From an optimization exercise on the open Yosys and OpenROAD flow, aimed at small area; shortcuts taken in it are not production practice.
In this exercise RTL edits were held to simulation tests only and were not proved equivalent to the original.
Power and IR drop assume default switching activity.

==> flow/design.v <==
`default_nettype none
package srcPkg;
    localparam int InstrWidth   = 32;   
    localparam int RegCount     = 16;
    localparam int RegAddrWidth = 4;    
    localparam int ImmWidth     = 19;   
    localparam int OpcodeWidth  = 5;
    localparam logic [OpcodeWidth-1:0] OpAdd  = 5'd3;
    localparam logic [OpcodeWidth-1:0] OpSub  = 5'd4;
    localparam logic [OpcodeWidth-1:0] OpAnd  = 5'd5;
    localparam logic [OpcodeWidth-1:0] OpOr   = 5'd6;
    localparam logic [OpcodeWidth-1:0] OpShr  = 5'd7;
    localparam logic [OpcodeWidth-1:0] OpShra = 5'd8;
    localparam logic [OpcodeWidth-1:0] OpShl  = 5'd9;
    localparam logic [OpcodeWidth-1:0] OpRor  = 5'd10;
    localparam logic [OpcodeWidth-1:0] OpRol  = 5'd11;
    localparam logic [OpcodeWidth-1:0] OpAddi = 5'd12;
    localparam logic [OpcodeWidth-1:0] OpAndi = 5'd13;
    localparam logic [OpcodeWidth-1:0] OpOri  = 5'd14;
    localparam logic [OpcodeWidth-1:0] OpNeg    = 5'd17;   
    localparam logic [OpcodeWidth-1:0] OpNot    = 5'd18;
    localparam logic [OpcodeWidth-1:0] OpBranch = 5'd19;   
    typedef enum logic [3:0] {
        AluAdd, AluSub, AluAnd, AluOr,
        AluShr, AluShra, AluShl, AluRor, AluRol,
        AluNeg, AluNot,
        AluBranch,   
        AluNone      
    } AluOp;
    typedef enum logic [1:0] {
        CondZero    = 2'd0,
        CondNonzero = 2'd1,
        CondMinus   = 2'd2,
        CondPlus    = 2'd3
    } CondCode;
    typedef struct packed {
        AluOp                    aluOp;
        logic [RegAddrWidth-1:0] destReg;
        logic [InstrWidth-1:0]   opA;       
        logic [InstrWidth-1:0]   opB;       
        CondCode                 cond;
        logic                    writes;
        logic                    illegal;
    } DecodedOp;
    typedef struct packed {
        logic [InstrWidth-1:0]   value;
        logic [RegAddrWidth-1:0] destReg;
        logic                    writes;
        logic                    branchTaken;
        logic                    illegal;
    } ExecResult;
endpackage
`default_nettype wire
`default_nettype none
module regBank (
    input  logic                            Clock,
    input  logic                            rstN,
    input  logic [srcPkg::RegAddrWidth-1:0] rdAddrA,
    input  logic [srcPkg::RegAddrWidth-1:0] rdAddrB,
    output logic [srcPkg::InstrWidth-1:0]   rdDataA,
    output logic [srcPkg::InstrWidth-1:0]   rdDataB,
    input  logic                            wrEn,
    input  logic [srcPkg::RegAddrWidth-1:0] wrAddr,
    input  logic [srcPkg::InstrWidth-1:0]   wrData
);
    logic [srcPkg::InstrWidth-1:0] regs [srcPkg::RegCount];   
    assign rdDataA = regs[rdAddrA];
    assign rdDataB = regs[rdAddrB];
    always_ff @(posedge Clock) begin
        if (!rstN) begin
            for (int i = 0; i < srcPkg::RegCount; i++) begin
                regs[i] <= '0;
            end
        end else if (wrEn) begin
            regs[wrAddr] <= wrData;   
        end
    end
endmodule
`default_nettype wire
`default_nettype none
module instrDecode (
    input  logic                            Clock,
    input  logic                            rstN,
    input  logic                            req,
    input  logic [srcPkg::InstrWidth-1:0]   instr,
    input  logic                            busy,      
    output logic [srcPkg::RegAddrWidth-1:0] rdAddrA,
    output logic [srcPkg::RegAddrWidth-1:0] rdAddrB,
    input  logic [srcPkg::InstrWidth-1:0]   rdDataA,
    input  logic [srcPkg::InstrWidth-1:0]   rdDataB,
    output logic                            decOutValid,
    output srcPkg::DecodedOp                decOutPayload
);
    logic [srcPkg::InstrWidth-1:0]   instrReg;
    logic                            pending;   
    logic                            issue;     
    logic                            capture;
    logic [srcPkg::OpcodeWidth-1:0]  opcode;
    logic [srcPkg::RegAddrWidth-1:0] ra, rb, rc, c2;
    logic [srcPkg::ImmWidth-1:0]     c;
    logic [srcPkg::InstrWidth-1:0]   immExt;
    logic                            useImm;
    srcPkg::DecodedOp                decodedNext;
    assign capture = req && !busy && !pending;
    assign opcode = instrReg[31:27];
    assign immExt = {{(srcPkg::InstrWidth - srcPkg::ImmWidth){c[srcPkg::ImmWidth-1]}}, c};
    always_comb begin
        ra = instrReg[26:23];   
        rb = '0;
        rc = '0;
        c  = '0;
        c2 = '0;
        useImm = 1'b0;
        decodedNext = '0;
        decodedNext.aluOp = srcPkg::AluNone;
        case (opcode)
            srcPkg::OpAdd, srcPkg::OpSub, srcPkg::OpAnd, srcPkg::OpOr, srcPkg::OpShr,
            srcPkg::OpShra, srcPkg::OpShl, srcPkg::OpRor, srcPkg::OpRol: begin
                rb = instrReg[22:19];
                rc = instrReg[18:15];
                decodedNext.writes = 1'b1;
            end
            srcPkg::OpAddi, srcPkg::OpAndi, srcPkg::OpOri: begin
                rb = instrReg[22:19];
                c  = instrReg[18:0];
                useImm = 1'b1;
                decodedNext.writes = 1'b1;
            end
            srcPkg::OpNeg, srcPkg::OpNot: begin
                rb = instrReg[22:19];   
                decodedNext.writes = 1'b1;
            end
            srcPkg::OpBranch: begin
                c2 = instrReg[22:19];
            end
            default: decodedNext.illegal = 1'b1;   
        endcase
        case (opcode)
            srcPkg::OpAdd, srcPkg::OpAddi: decodedNext.aluOp = srcPkg::AluAdd;
            srcPkg::OpSub:                 decodedNext.aluOp = srcPkg::AluSub;
            srcPkg::OpAnd, srcPkg::OpAndi: decodedNext.aluOp = srcPkg::AluAnd;
            srcPkg::OpOr, srcPkg::OpOri:   decodedNext.aluOp = srcPkg::AluOr;
            srcPkg::OpShr:                 decodedNext.aluOp = srcPkg::AluShr;
            srcPkg::OpShra:                decodedNext.aluOp = srcPkg::AluShra;
            srcPkg::OpShl:                 decodedNext.aluOp = srcPkg::AluShl;
            srcPkg::OpRor:                 decodedNext.aluOp = srcPkg::AluRor;
            srcPkg::OpRol:                 decodedNext.aluOp = srcPkg::AluRol;
            srcPkg::OpNeg:                 decodedNext.aluOp = srcPkg::AluNeg;
            srcPkg::OpNot:                 decodedNext.aluOp = srcPkg::AluNot;
            srcPkg::OpBranch:              decodedNext.aluOp = srcPkg::AluBranch;
            default:                       decodedNext.aluOp = srcPkg::AluNone;
        endcase
        rdAddrA = (opcode == srcPkg::OpBranch) ? ra : rb;
        rdAddrB = rc;
        decodedNext.destReg = ra;
        decodedNext.opA     = rdDataA;
        decodedNext.opB     = useImm ? immExt : rdDataB;
        decodedNext.cond    = srcPkg::CondCode'(c2[1:0]);
    end
    always_ff @(posedge Clock) begin
        if (!rstN) begin
            instrReg       <= '0;
            pending        <= 1'b0;
            issue          <= 1'b0;
            decOutValid   <= 1'b0;
            decOutPayload <= '0;
        end else begin
            issue        <= capture;
            decOutValid <= issue;   
            if (capture) begin
                instrReg <= instr;
                pending  <= 1'b1;
            end else if (busy) begin
                pending  <= 1'b0;   
            end
            if (issue) decOutPayload <= decodedNext;
        end
    end
endmodule
`default_nettype wire
`default_nettype none
module aluExecute (
    input  logic   Clock,
    input  logic   rstN,
    input  logic              decInValid,
    input  srcPkg::DecodedOp  decInPayload,
    output logic              exeOutValid,
    output srcPkg::ExecResult exeOutPayload
);
    srcPkg::DecodedOp              dec;
    srcPkg::ExecResult             exeNext;
    logic [4:0]                    shAmt;      
    logic [srcPkg::InstrWidth-1:0] opA, opB;
    logic                          condMet;
    assign dec   = decInPayload;
    assign opA   = dec.opA;
    assign opB   = dec.opB;
    assign shAmt = opB[4:0];
    always_comb begin
        case (dec.cond)
            srcPkg::CondZero:    condMet = (opA == '0);
            srcPkg::CondNonzero: condMet = (opA != '0);
            srcPkg::CondMinus:   condMet = opA[srcPkg::InstrWidth-1];
            default:             condMet = !opA[srcPkg::InstrWidth-1];   
        endcase
    end
    always_comb begin
        exeNext = '0;
        exeNext.destReg = dec.destReg;
        exeNext.illegal = dec.illegal;
        exeNext.writes  = dec.writes && (dec.aluOp != srcPkg::AluBranch);
        case (dec.aluOp)
            srcPkg::AluAdd:  exeNext.value = opA + opB;
            srcPkg::AluSub:  exeNext.value = opA - opB;
            srcPkg::AluAnd:  exeNext.value = opA & opB;
            srcPkg::AluOr:   exeNext.value = opA | opB;
            srcPkg::AluShr:  exeNext.value = opA >> shAmt;
            srcPkg::AluShra: exeNext.value = $signed(opA) >>> shAmt;   
            srcPkg::AluShl:  exeNext.value = opA << shAmt;
            srcPkg::AluRor: begin
                exeNext.value = (opA >> shAmt) | (opA << (srcPkg::InstrWidth - shAmt));
            end
            srcPkg::AluRol: begin
                exeNext.value = (opA << shAmt) | (opA >> (srcPkg::InstrWidth - shAmt));
            end
            srcPkg::AluNeg:    exeNext.value = '0 - opA;   
            srcPkg::AluNot:    exeNext.value = ~opA;
            srcPkg::AluBranch: exeNext.branchTaken = condMet;
            default:           exeNext.value = '0;         
        endcase
    end
    always_ff @(posedge Clock) begin
        if (!rstN) begin
            exeOutValid   <= 1'b0;
            exeOutPayload <= '0;
        end else begin
            exeOutValid <= decInValid;
            if (decInValid) exeOutPayload <= exeNext;
        end
    end
endmodule
`default_nettype wire
`default_nettype none
module resultStage (
    input  logic                            Clock,
    input  logic                            rstN,
    input  logic                            exeInValid,
    input  srcPkg::ExecResult               exeInPayload,
    output logic                            wrEn,
    output logic [srcPkg::RegAddrWidth-1:0] wrAddr,
    output logic [srcPkg::InstrWidth-1:0]   wrData,
    output logic                            ack,
    input  logic                            req,
    output logic [srcPkg::InstrWidth-1:0]   result,
    output logic [srcPkg::RegAddrWidth-1:0] resultReg,
    output logic                            wrote,
    output logic                            branchTaken,
    output logic                            illegal
);
    srcPkg::ExecResult res;
    assign res = exeInPayload;
    assign wrEn   = exeInValid && res.writes;
    assign wrAddr = res.destReg;
    assign wrData = res.value;
    always_ff @(posedge Clock) begin
        if (!rstN) begin
            ack         <= 1'b0;
            result      <= '0;
            resultReg   <= '0;
            wrote       <= 1'b0;
            branchTaken <= 1'b0;
            illegal     <= 1'b0;
        end else if (exeInValid) begin
            ack         <= 1'b1;
            result      <= res.value;   
            resultReg   <= res.destReg;
            wrote       <= res.writes;
            branchTaken <= res.branchTaken;
            illegal     <= res.illegal;
        end else if (ack && !req) begin
            ack <= 1'b0;   
        end
    end
endmodule
`default_nettype wire
`default_nettype none
module srcCore (
    input  logic                            Clock,
    input  logic                            rstN,
    input  logic                            req,
    input  logic [srcPkg::InstrWidth-1:0]   instr,
    output logic                            ack,
    output logic [srcPkg::InstrWidth-1:0]   result,
    output logic [srcPkg::RegAddrWidth-1:0] resultReg,
    output logic                            wrote,
    output logic                            branchTaken,
    output logic                            illegal
);
    logic [srcPkg::RegAddrWidth-1:0] rdAddrA, rdAddrB, wrAddr;
    logic [srcPkg::InstrWidth-1:0]   rdDataA, rdDataB, wrData;
    logic                            wrEn;
    logic                            decToExeValid;
    srcPkg::DecodedOp                decToExePayload;
    logic                            exeToResValid;
    srcPkg::ExecResult               exeToResPayload;
    regBank regBank_inst (
        .Clock   (Clock),
        .rstN    (rstN),
        .rdAddrA (rdAddrA),
        .rdAddrB (rdAddrB),
        .rdDataA (rdDataA),
        .rdDataB (rdDataB),
        .wrEn    (wrEn),
        .wrAddr  (wrAddr),
        .wrData  (wrData)
    );
    instrDecode instrDecode_inst (
        .Clock   (Clock),
        .rstN    (rstN),
        .req     (req),
        .instr   (instr),
        .busy    (ack),   
        .rdAddrA (rdAddrA),
        .rdAddrB (rdAddrB),
        .rdDataA (rdDataA),
        .rdDataB (rdDataB),
        .decOutValid   (decToExeValid),
        .decOutPayload (decToExePayload)
    );
    aluExecute aluExecute_inst (
        .Clock  (Clock),
        .rstN   (rstN),
        .decInValid    (decToExeValid),
        .decInPayload  (decToExePayload),
        .exeOutValid   (exeToResValid),
        .exeOutPayload (exeToResPayload)
    );
    resultStage resultStage_inst (
        .Clock       (Clock),
        .rstN        (rstN),
        .exeInValid   (exeToResValid),
        .exeInPayload (exeToResPayload),
        .wrEn        (wrEn),
        .wrAddr      (wrAddr),
        .wrData      (wrData),
        .ack         (ack),
        .req         (req),
        .result      (result),
        .resultReg   (resultReg),
        .wrote       (wrote),
        .branchTaken (branchTaken),
        .illegal     (illegal)
    );
endmodule
`default_nettype wire
==> flow/run.sh <==
#!/bin/bash
# synth_recipe.tcl (not shown) runs the flow's synth.tcl, then flattens the netlist and writes it again
# the make line also repeats each setting of config.mk as NAME=value (left out here)
make -C /OpenROAD-flow-scripts/flow DESIGN_CONFIG=/design/flow/config.mk WORK_HOME=/design/flow/orfs CLKGATE_MAP_FILE= SYNTH_SCRIPT=/design/flow/synth_recipe.tcl finish
==> flow/config.mk <==
export PLATFORM = sky130hd
export DESIGN_NAME = srcCore
export DESIGN_NICKNAME = srcCore
export VERILOG_FILES = /design/flow/design.v
export SDC_FILE = /design/flow/constraint.sdc
export NUM_CORES = 4
export LEC_CHECK = 0
export CAP_MARGIN = 20
export CORE_MARGIN = 2
export CORE_UTILIZATION = 40
export SLEW_MARGIN = 20
==> flow/constraint.sdc <==
create_clock -name core_clock -period 8.0 [get_ports {Clock}]
set_input_delay 1.6000 -clock core_clock [delete_from_list [all_inputs] [get_ports {Clock}]]
set_output_delay 1.6000 -clock core_clock [all_outputs]
set_load 0.01 [all_outputs]
==> metrics.cfg <==
[die]
dieArea_um2 = 119000
die_height_um = 345
std_cell_rows = 124
die_w_um = 345
pin_count = 75
core_um2 = 115000
start_util = 0.405

[yosys]
synthArstFlopShare = 0
synth_seq_area_share = 0.414
synth-edff-count = 512
ys_seq_elements = 703
syn_nets = 5105
synthFlopType = edfxtp_1
syn_inst = 5028
yosys_warnings = 4
syn_area_um2 = 46400
ys_types = 85
synth.avg_cell_area_um2 = 9.23

[critical_path]
crit_required_ns = 8.53
path_buf_inv = 0
crit_arrival_ns = 5.91
start_kind = register
timing.rr.end = aluExecute_inst.exeOutPayload[35]$_SDFFE_PN0P_
cp_common_cell = or3_1
reg2reg_depth = 14
max_stage_delay_ns = 0.66
crit_type = reg2reg
cp_cell_sequence = or3_1 -> nor3_1 -> nand2_1 -> or3_1 -> o41ai_1 -> xor2_1 -> ha_1 -> nand4_1 -> or2_2 -> o31ai_1 -> a31oi_1 -> o21ai_0 -> mux2i_1 -> a41oi_1
reg2reg_slack_ns = 2.61
cp_max_fo = 41
crit_family = simple AND/OR/NAND/NOR gates
rr_startpoint = instrDecode_inst.decOutPayload[5]$_SDFFE_PN0P_
cp_slowest_cell = o31ai_1
end_kind = register

[sta]
finalSetupTns_ns = 0
setup_viol = 0
fin_skew_ns = 0.0260
maxSlewHeadroom = 0.121
drv_slew = 0
setup_slack_ns = 2.61
worstMarginPinSlew_ns = 1.28
layout_min_cycle_time_ns = 5.39
rsz0062_at_grt = false
period_share = 0.673
clock.fmax_mhz = 186
hold_viol_final = 0

[finish]
stdcell_area_um2 = 51600
final_cell_mix = nand2_1 (568), edfxtp_1 (512), and2_1 (430)
drive_above_1_share = 0.108
areaGrowthSynthToFinish_pct = 11.1
nets = 4911
final_common_cell = nand2_1
fill_cells = 10970

[global_route]
grtUsageMet1 = 0.445
top_usage_layer = met2
grt_overflow_total = 0
grtUsageMet2 = 0.535
grt_max_degree = 119
antenna_found_initial = 15
grtUsageTotal = 0.346
grt_pass1_wl_mm = 295
grt_pass1_vias = 39867
met3_usage = 0.0742

[route]
via_count = 42572
vias_per_cell = 6.63
routed_wl_mm = 210
wire_per_inst_um = 32.7
first_pass_iters = 5
drtIter0Drc = 5987
drc = 0
final_antenna_net_count = 0

[clock_network]
cts_htree_levels = 3
cts_buffer_depth = 3
cts_tree = done
post_cts_buffers = 0
clk_latency_ns = 0.67
cts_root_buffer = clkbuf_16
postCtsResizedCells = 0
cts_hold_buf = 0
cts.sinks = 703
clk_pin_slew_ns = 0.07
cts_buffers = 82

[job]
maxCapViolCount = 0

[power]
p_leak_nw = 18.7
powerDensity_nw_per_um2 = 201
ir_drop_uv = 154

[placement]
gp_congestion = 1.09
place_area_um2 = 48800
pre_cts_ws_ns = 2.70
numPortBuffers = 74
dpl.hpwl_mm = 139

[min_path]
min_to = instrDecode_inst.instrReg[6]$_SDFFE_PN0P_
hold_class = reg2reg
hold_path_depth = 2
hold_start = instrDecode_inst.instrReg[6]$_SDFFE_PN0P_

[run_status]
status = finished clean

## how the worst max path moves through the flow
| stage | start | to | slack, ns | cells after the start |
|---|---|---|---|---|
| final | instrDecode_inst.decOutPayload[5]$_SDFFE_PN0P_ | aluExecute_inst.exeOutPayload[35]$_SDFFE_PN0P_ | 2.61 | 14 |
| after global routing | instrDecode_inst.decOutPayload[5]$_SDFFE_PN0P_ | aluExecute_inst.exeOutPayload[35]$_SDFFE_PN0P_ | 2.36 | 14 |
| after CTS | instrDecode_inst.decOutPayload[5]$_SDFFE_PN0P_ | aluExecute_inst.exeOutPayload[35]$_SDFFE_PN0P_ | 2.66 | 14 |
| after detailed placement | instrDecode_inst.decOutPayload[5]$_SDFFE_PN0P_ | aluExecute_inst.exeOutPayload[35]$_SDFFE_PN0P_ | 2.70 | 14 |
| after global placement | instrDecode_inst.decOutPayload[5]$_SDFFE_PN0P_ | aluExecute_inst.exeOutPayload[35]$_SDFFE_PN0P_ | 2.76 | 14 |
| after floorplan | instrDecode_inst.decOutPayload[4]$_SDFFE_PN0P_ | aluExecute_inst.exeOutPayload[31]$_SDFFE_PN0P_ | 2.81 | 22 |
## cell usage after synthesis (9+ instances only)
cell type / instances / area, µm²
a2111oi_0: 9 / 78.8
a211oi_1: 54 / 405
a21boi_0: 36 / 270
a21o_1: 44 / 330
a21oi_1: 341 / 1710
a221oi_1: 117 / 1020
a22oi_1: 12 / 90.1
a311oi_1: 18 / 158
a31oi_1: 40 / 250
and2_1: 429 / 2680
and3_1: 16 / 100
buf_1: 59 / 221
buf_2: 27 / 135
clkbuf_1: 418 / 1570
dfxtp_1: 191 / 3820
edfxtp_1: 512 / 15400
ha_1: 41 / 513
inv_1: 27 / 101
mux2_2: 50 / 563
mux2i_1: 356 / 3560
mux4_2: 113 / 2540
nand2_1: 572 / 2150
nand2b_1: 30 / 188
nand3_1: 68 / 340
nand4_1: 13 / 81.3
nor2_1: 390 / 1460
nor2b_1: 77 / 482
nor3_1: 147 / 736
nor4_1: 85 / 532
o2111ai_1: 10 / 87.6
o211ai_1: 67 / 503
o21a_1: 15 / 113
o21ai_0: 295 / 1480
o221ai_1: 32 / 280
o22ai_1: 72 / 450
o31ai_1: 16 / 120
or3_1: 11 / 68.8
xnor2_1: 47 / 412
xor2_1: 37 / 324
## through the flow
stage	std cells	util	total power [W]	hold slack, ns
2_1_floorplan	5028	-	0.00557	0.444
3_3_place_gp	6262	0.426	0.00644	0.459
3_5_place_dp	6262	0.426	0.00643	0.462
4_1_cts	6414	0.450	0.0103	0.471
5_1_grt	6417	0.450	0.0106	0.494
6_report	6420	0.450	0.0104	0.471
## worst register-to-register path, delay by kind of cell (launching register included)
family | cells | cell delay [ns]
muxes | 1 | 0.25
AOI/OAI and AO/OA | 5 | 1.63
adders and majority gates | 1 | 0.40
and+or+nand+nor | 6 | 2.33
DFF | 1 | 0.53
xor gates and xnor gates | 1 | 0.12
## sequential cells by signal, summed over array words and instances (netlist names)
signal                          count
aluExecute_inst.exeOutPayload      39
aluExecute_inst.exeOutValid         1
instrDecode_inst.decOutPayload     76
instrDecode_inst.decOutValid        1
instrDecode_inst.instrReg          32
instrDecode_inst.issue              1
instrDecode_inst.pending            1
regBank_inst.regs                 512
resultStage_inst.ack                1
resultStage_inst.branchTaken        1
resultStage_inst.illegal            1
resultStage_inst.result            32
resultStage_inst.resultReg          4
resultStage_inst.wrote              1
## per-layer routing
layer | vias to the layer above | wire length, µm
li1 | 18211 | -
met1 | 20967 | 79900
met2 | 2740 | 93300
met3 | 644 | 22300
met4 | 10 | 14600
met5 | - | 103
## cell families after synthesis
| logic type | synth area share |
|---|---|
| simple gates | 0.195 |
| compound gates | 0.175 |
| flops | 0.414 |
| buf+inv | 0.0446 |
| mux | 0.144 |
| xor+xnor | 0.0158 |
| fa+ha+maj | 0.0115 |
## where the power goes
part | switching [W] | leakage (nW) | total [W] | internal, W
clock network | 0.00164 | 1.34 | 0.00392 | 0.00228
logic | 0.00154 | 10.5 | 0.00225 | 0.000714
registers | 0.000177 | 6.85 | 0.00420 | 0.00403
total | 0.00335 | 18.7 | 0.0104 | 0.00702
## area by class of cell
type,instances,area [µm²],share of cell area
repair buffers,227,1940,0.0376
inverters,37,139,0.00269
multi-input cells,3783,25600,0.497
diodes,6,15.0,0.000291
flip-flops and latches,703,19200,0.373
well taps,1512,1890,0.0367
clock buffers,112,2260,0.0438
clock inverters,40,480,0.00932

port drivers added, routing unchanged:
The results above use ideal ports. As a check the final layout listed here was re-extracted and re-timed, cells and wires unchanged.
Step 1: set_driving_cell puts a clkbuf_16 on Clock and a buf_2 on each other input, an assumption about the parent block.
Step 2, shift: input delay + t, output delay - t, t = (earliest + latest rising clock arrival at the registers) / 2. This alone moves slack from input paths to output paths.
a / b / c = ideal / step 1 / step 2; a / b = the first two.
t, ns: 0.730
slack for setup (ns): 2.613 / 2.613 / 2.613
clock arrival spread, ns: 0.033 / 0.034
After both steps setup and hold are still met in this run. For this run, drivers alone change the setup slack by 0.000 ns; drivers and shift together by 0.000 ns.
